From an optimization exercise on the open Yosys and OpenROAD flow, aimed at small area and a short achievable clock period; shortcuts taken in it are not production practice.
Only simulation tests tie the RTL to the original design; equivalence was not proved.

== v6 ==
Design mdu_hilo, start of the top module:
module mdu_hilo #(
  parameter int MULT_CYCLES = 5,
  parameter int DIV_CYCLES  = 10
) (
  input  logic        clk,
  input  logic        reset,
  input  logic [3:0]  MDU_op,
  input  logic        start,
  input  logic        Req,
  input  logic [31:0] E_V1_f,
  input  logic [31:0] E_V2_f,
  output logic        busy,
  output logic [31:0] MDU_out
);
Settings: LEC_CHECK=0, ABC_AREA=1, CAP_MARGIN=30, CORE_MARGIN=2, CORE_UTILIZATION=40, CTS_BUF_LIST=sky130_fd_sc_hd__clkbuf_8, CTS_CLUSTER_SIZE=40, SLEW_MARGIN=30; clock period 105.0 ns.
standard.sh (not shown) runs the stock make flow with config.mk's settings and CLKGATE_MAP_FILE= SYNTH_SCRIPT=/design/flow/synth_recipe.tcl, a recipe that flattens the netlist after the stock synthesis.
==> flow/flow/run.sh <==
#!/bin/bash
# The standard layout (standard.sh) with two changes:
#  * synthesis maps with a plain area-recovery ABC script (strash, dch, amap)
#    (flow/abc_amap.script); everything else in synthesis is synth_recipe.tcl as is,
#    so the registers, their names and cell types are the standard synthesis's;
#  * the port buffers that global placement inserts on every input and output are buf_2
#    cells rather than the delay-buffer cell buffer_ports picks by default.
set -euo pipefail
cd "$(dirname "$0")/.."
work=$(pwd)
{
  head -n 1 synth_recipe.tcl
  echo "proc abc {args} {"
  echo "  set i [lsearch -exact \$args -script]"
  echo "  if {\$i >= 0} { lset args [expr {\$i + 1}] {$work/flow/abc_amap.script} }"
  echo "  yosys abc {*}\$args"
  echo "}"
  tail -n +2 synth_recipe.tcl
} > own_synth.tcl
export BUFFER_PORTS_ARGS="-buffer_cell sky130_fd_sc_hd__buf_2"
bash standard.sh SYNTH_SCRIPT="$work/own_synth.tcl" finish > standard_flow.log 2>&1
==> flow/flow/abc_amap.script <==
strash
dch
amap
topo
stime -c
Relative to v6, the following input files were edited for v7:
--- a/flow/design.v
+++ b/flow/design.v
@@ -73,21 +73,21 @@
 );
   localparam logic [3:0] OP_MULT  = 4'd1;
   localparam logic [3:0] OP_MULTU = 4'd2;
   localparam logic [3:0] OP_DIV   = 4'd3;
   localparam logic [3:0] OP_DIVU  = 4'd4;
   localparam logic [3:0] OP_MFHI  = 4'd5;
   localparam logic [3:0] OP_MFLO  = 4'd6;
   localparam logic [3:0] OP_MTHI  = 4'd7;
   localparam logic [3:0] OP_MTLO  = 4'd8;
   logic        busy_q;           
-  logic        hr_q, lr_q;       
+  logic        zh_q, zl_q;       
   logic        nh_q;             
   logic        nl_q;             
   logic        lw_q;             
   logic        w_q;              
   logic [3:0]  k_q;              
   logic        mul_q;            
   logic        com_q;            
   logic        sgn_q;            
   logic        corr_q;           
   logic        bp_q;             
@@ -176,31 +176,30 @@
   assign wb = c2 ? (wa  & db[1]) : (&s2[32:0]);
   assign wc = c3 ? (wb  & db[0]) : (&s3[32:0]);
   assign x4 = {s3[34], s3[34], s3[34:2]};
   mdu_bsel u_y4 (.yx(yx), .one(one[3]), .two(two[3]), .neg(neg[3]), .o(y4));
   mdu_add_row u_r4 (.x(x4), .y(y4), .ci(neg[3]), .s(s4), .co(c4));
   logic last;
   assign last = mul_q ? (k_q == 4'd4) : (k_q == 4'd9);
   always_ff @(posedge clk or negedge reset) begin
     if (!reset) begin
       busy_q <= 1'b0;
-      hr_q   <= 1'b0;
-      lr_q   <= 1'b0;
+      zh_q   <= 1'b1;
+      zl_q   <= 1'b1;
     end else begin
       if (busy_q) begin
         if (last) busy_q <= 1'b0;
       end else if (acc && (op_mul || op_div)) begin
         busy_q <= 1'b1;
       end
-      if (acc && ((MDU_op == OP_MTHI) || op_mul || (op_div && !bz))) hr_q <= 1'b1;
-      else if (busy_q && com_q && !mul_q) hr_q <= ~(nh_q & wc);
-      if (acc && ((MDU_op == OP_MTLO) || op_mul || (op_div && !bz))) lr_q <= 1'b1;
+      if (acc && ((MDU_op == OP_MTHI) || op_mul || (op_div && !bz))) zh_q <= 1'b0;
+      if (acc && ((MDU_op == OP_MTLO) || op_mul || (op_div && !bz))) zl_q <= 1'b0;
     end
   end
   always_ff @(posedge clk) begin
     bp_q <= busy_q & lo_q[7];
     mc_q <= busy_q & mul_q & (k_q == 4'd3);
     if (!busy_q) begin
       b_q    <= E_V2_f;
       k_q    <= 4'd0;
       mul_q  <= op_mul;
       com_q  <= op_mul | ~bz;
@@ -251,13 +250,13 @@
         hi_q <= rr3[31:0];
         lo_q <= {last ? qt_q : lo_q[28:27], lo_q[26:0], {c1, c2, c3} ^ {3{nl_q}}};
         w_q  <= wc;
       end
     end
   end
   logic [31:0] hi_out, lo_out;
   assign hi_out = hi_q ^ {32{nh_q}};
   mdu_inc u_lout (.v(lo_q), .inc(nl_q ^ (lw_q & w_q)), .o(lo_out));
   assign busy    = busy_q;
-  assign MDU_out = ({32{(MDU_op == OP_MFHI) & hr_q}} & hi_out) |
-                   ({32{(MDU_op == OP_MFLO) & lr_q}} & lo_out);
-endmodule
+  assign MDU_out = ({32{(MDU_op == OP_MFHI) & ~zh_q & ~(nh_q & w_q)}} & hi_out) |
+                   ({32{(MDU_op == OP_MFLO) & ~zl_q}} & lo_out);
+endmodule
v7 vs. v6: synthesis-to-finish area growth went down; routed wire length went down; multi-input logic portion of the cell area went up. Global-route wire length before repair (v7 over v6): decrease, 2.4%. Changes observed in v7 relative to v6: tightest slew margin relative to the limit climbed 9.1 points, height of the die ~0 delta. Run comparison: v7 capture point of the worst path MDU_out[29]; v6 capture point of the worst path MDU_out[14]. Minimum clock period after layout in v7 is 110 ps lower than in v6.

[re-timing with driven ports]
In the flow no input, the clock included, has a driving cell. The finished layouts below were timed again as built, in two steps.
Step 1 assumes that a clkbuf_16 drives the clock port and a buf_2 every other input.
Step 2 moves the port delays by t, midway between the first and last clock arrival at a register: inputs arrive t later, outputs are due t later. That takes back most of the time a late clock gives input paths.
Slacks: no drivers / after step 1 / after step 2; pairs: no drivers / after step 1.
run	t (ns)	setup WS [ns]	hold WS [ns]	worst setup path at the end	worst register clock-pin slew, ns
v6	0.553	61.107 / 61.088 / 61.088	0.486 / 0.486 / 0.486	input to output	0.11 / 0.11
v7	0.542	61.217 / 61.198 / 61.198	0.468 / 0.468 / 0.468	input to output	0.10 / 0.10
After both steps every run listed still meets setup and hold.
